This is an optimization exercise on Yosys and OpenROAD, whose aim is small area, not a production implementation.
Where RTL was checked, it was by simulation tests only, not by an equivalence proof against the original.
Power figures rest on the tool's default switching activity, not on a simulated workload.

==> flow/design.v (excerpt) <==
module dcache (
    input  logic         clk_i,
    input  logic         rst_i,
    input  logic         p_strobe_i,
    input  logic         p_rw_i,
    input  logic [3:0]   p_byte_en_i,
    input  logic [31:0]  p_addr_i,
    input  logic [31:0]  p_wdata_i,
    output logic         p_ready_o,
    output logic [31:0]  p_rdata_o,
    output logic         m_strobe_o,
    output logic         m_rw_o,
    output logic [31:0]  m_addr_o,
    output logic [127:0] m_data_o,
    input  logic         m_ready_i,
    input  logic [127:0] m_data_i
);
Size: about 82000 um^2 of cells after synthesis.
clock: 10.0 ns
lec_check: 0
cap_margin: 20
core_margin: 2
core_utilization: 70
slew_margin: 20
standard.sh (not shown) runs the stock make flow with config.mk's settings and CLKGATE_MAP_FILE= SYNTH_SCRIPT=/design/flow/synth_recipe.tcl, a recipe that flattens the netlist after the stock synthesis.
==> flow/flow/run.sh <==
#!/bin/bash
# The standard ORFS layout (standard.sh), with these changes:
#  * synthesis maps the logic with an area-oriented ABC script (delay
#    relaxed); everything else in ORFS's scripts folder is used unchanged,
#    from a copy made here;
#  * port buffers use the smallest buffer instead of clkdlybuf4s50_1;
#  * clock tree: no dummy loads, clustered sinks on clkbuf_8 leaves.
# Each make run writes its full output to a log file in this folder.
set -euo pipefail
W=$PWD
rm -rf "$W/scripts_abc"
cp -r "$FLOW_HOME/scripts" "$W/scripts_abc"
cat > "$W/scripts_abc/abc_speed.script" <<'EOS'
&get -n
&st
&dch -x
&nf -R 1000
&put
topo
stime -c
dnsize -c
EOS
export BUFFER_PORTS_ARGS="-buffer_cell sky130_fd_sc_hd__buf_1"
export CTS_ARGS="-sink_clustering_enable -repair_clock_nets -dont_use_dummy_load -sink_clustering_size 16 -sink_clustering_max_diameter 50 -buf_list sky130_fd_sc_hd__clkbuf_8"
bash standard.sh "SCRIPTS_DIR=$W/scripts_abc" finish > flow_standard.log 2>&1
The starting point completed without violations.
Change:
--- a/flow/design.v
+++ b/flow/design.v
@@ -64,17 +64,17 @@
     logic [31:2] addr_q;
     logic [31:0] wd_q;
     logic [3:0]  offh_q;                     
     logic [7:0]  dsel_q;                     
     logic [7:0]  tsel_q;                     
     logic [7:0][1:0] valid_q;
     logic [7:0][1:0] dirty_q;
     logic [7:0]      lru_q;                  
-    logic [63:0]  fill_q;                    
+    logic [127:0] fill_q;                    
     logic [2:0]          idx;
     logic [TAG_BITS-1:0] tag;
     assign idx = addr_q[6:4];
     assign tag = addr_q[31:7];
     assign cnt_d = rst_i ? 2'd0 : cnt_q + 2'd1;
     logic [2:0] p_idx;
     logic [1:0] p_j;
     assign p_idx = p_addr_i[6:4];
@@ -104,17 +104,17 @@
             begin
                 dsel_q[2*p]   <= dsel_q[2*p+1];
                 dsel_q[2*p+1] <= dsel_q[2*p];
             end
             for (int r = 0; r < 2; r++)
                 for (int q = 0; q < 4; q++)
                     tsel_q[4*r+q] <= tsel_q[4*r+((q+3)%4)];
         end
-        fill_q <= in_a[1] ? m_data_i[127:64] : m_data_i[63:0];
+        fill_q <= m_data_i;
     end
     logic [127:0]        dat_a [2][4];
     logic [127:0]        dat_b [2][4];
     logic [TAG_BITS-1:0] tag_r [2][2][4];    
     logic [127:0]        wbus;
     logic [127:0]        wmask [2][4];
     logic                tag_we [2][2];
     for (genvar w = 0; w < 2; w++)
@@ -175,31 +175,30 @@
             WB:     if (m_ready_i) state_d = WB2;
             WB2:    state_d = RF;
             RF:     if (m_ready_i) state_d = RF2;
             RF2:    state_d = RDONE;
             RDONE:  state_d = IDLE;
             default: state_d = IDLE;
         endcase
     end
-    logic [1:0] in_a;                        
-    assign in_a[0] = (idx[0] == cnt_q[0]);
-    assign in_a[1] = (idx[0] != cnt_q[0]);
+    logic in_a;                              
+    assign in_a = (idx[0] == cnt_q[0]);
     always_ff @(posedge clk_i)
     begin
         cnt_q <= cnt_d;
         if (rst_i)
         begin
             state_q <= IDLE;
             pend_q  <= 1'b0;
         end
         else
         begin
             state_q <= state_d;
-            pend_q  <= (state_q == LOOKUP) && hit && rw_q && in_a[addr_q[3]];
+            pend_q  <= (state_q == LOOKUP) && hit && rw_q && in_a;
         end
     end
     always_ff @(posedge clk_i)
     begin
         if (rst_i)
         begin
             valid_q <= '0;
             dirty_q <= '0;
@@ -216,22 +215,22 @@
             if (state_q == RDONE)
             begin
                 valid_q[idx][victim] <= 1'b1;
                 dirty_q[idx][victim] <= rw_q;
                 lru_q[idx]           <= ~victim;
             end
         end
     end
-    logic       fill_now;                    
-    logic       hit_now;                     
+    logic       fill_now;
+    logic       hit_now;
     logic       tag_win;
     logic [1:0] we_way;
-    assign fill_now = (state_q == RF && m_ready_i) || state_q == RF2;
-    assign hit_now  = ((state_q == LOOKUP) && hit && rw_q) || pend_q;
+    assign fill_now = !in_a && ((state_q == RF && m_ready_i) || state_q == RF2);
+    assign hit_now  = !in_a && (((state_q == LOOKUP) && hit && rw_q) || pend_q);
     assign tag_win  = ((state_q == LOOKUP) && !hit && !victim_dirty) ||
                       ((state_q == WB) && m_ready_i) ||
                       state_q == WB2 || state_q == RF || state_q == RF2 ||
                       state_q == RDONE;
     always_comb
     begin
         for (int w = 0; w < 2; w++)
         begin
@@ -250,42 +249,41 @@
     end
     always_comb
     begin
         for (int k = 0; k < 4; k++)
             for (int b = 0; b < 4; b++)
                 wbus[k*32 + b*8 +: 8] =
                     ({8{src_wd[k][b]}} & wd_q[b*8 +: 8]) |
                     ({8{!src_wd[k][b] && state_q == RF}} & m_data_i[k*32 + b*8 +: 8]) |
-                    ({8{!src_wd[k][b] && state_q != RF}} & fill_q[(k%2)*32 + b*8 +: 8]);
+                    ({8{!src_wd[k][b] && state_q != RF}} & fill_q[k*32 + b*8 +: 8]);
     end
     always_comb
     begin
         for (int w = 0; w < 2; w++)
             for (int p = 0; p < 4; p++)
                 for (int k = 0; k < 4; k++)
                     for (int b = 0; b < 4; b++)
                         wmask[w][p][k*32 + b*8 +: 8] =
-                            {8{we_way[w] && idx[2:1] == 2'(p) && !in_a[k/2] &&
+                            {8{we_way[w] && idx[2:1] == 2'(p) &&
                                (fill_now || (offh_q[k] && be_q[b]))}};
     end
     logic         sel_way;
     logic [1:0]   wsel;
     logic [127:0] line_sel;
     assign sel_way = (state_q == LOOKUP) ? hit_way : victim;
     assign wsel    = {sel_way, !sel_way};
     always_comb
     begin
         line_sel = '0;
         for (int w = 0; w < 2; w++)
             for (int p = 0; p < 4; p++)
-                for (int g = 0; g < 2; g++)
-                    line_sel[g*64 +: 64] = line_sel[g*64 +: 64]
-                        | ({64{dsel_q[2*p+g]   && wsel[w]}} & dat_a[w][p][g*64 +: 64])
-                        | ({64{dsel_q[2*p+1-g] && wsel[w]}} & dat_b[w][p][g*64 +: 64]);
+                line_sel = line_sel
+                         | ({128{dsel_q[2*p]   && wsel[w]}} & dat_a[w][p])
+                         | ({128{dsel_q[2*p+1] && wsel[w]}} & dat_b[w][p]);
     end
     always_comb
     begin
         p_rdata_o = '0;
         for (int k = 0; k < 4; k++)
             p_rdata_o = p_rdata_o | ({32{offh_q[k]}} & line_sel[k*32 +: 32]);
     end
     assign p_ready_o  = ((state_q == LOOKUP) && hit) || (state_q == RDONE);
The changed run went through all stages and came out clean.
Final area hardly moves.
Maximum frequency came out higher by about 5%.
Routed wire length decreases by about 4%.
Via count goes down by about 2.8%.
Sequential power is about the same.
Power went down by about 5%.
Sequential share of layout area is higher by 1.5 points.
Register-to-register slack improved by 0.33 ns.
Clock-buffer cell count grows by 2.
Die area grows by 0.46%.
For the first run of this note, only the layout was checked, not whether the RTL still works.

## port drivers added, routing unchanged
How much do the figures lean on ideal ports? The routed layouts below were timed once more, with nothing changed but the port constraints. Step 1: set_driving_cell puts a clkbuf_16 on clk_i and a buf_2 on each other input, an assumption about the parent block. Step 2, shift: input delay + t, output delay - t, t = (earliest + latest rising clock arrival at the registers) / 2. This alone moves slack from input paths to output paths. Slacks: ideal ports / drivers / drivers and shift; pairs: ideal ports / drivers.
| run | t, ns | setup slack, ns | clock arrival spread, ns |
|---|---|---|---|
| the first run | 1.018 | 0.197 / 0.124 / 1.142 | 0.070 / 0.071 |
| the second run | 0.991 | 0.686 / 0.611 / 1.602 | 0.077 / 0.078 |
After both steps setup and hold are still met in every run listed.
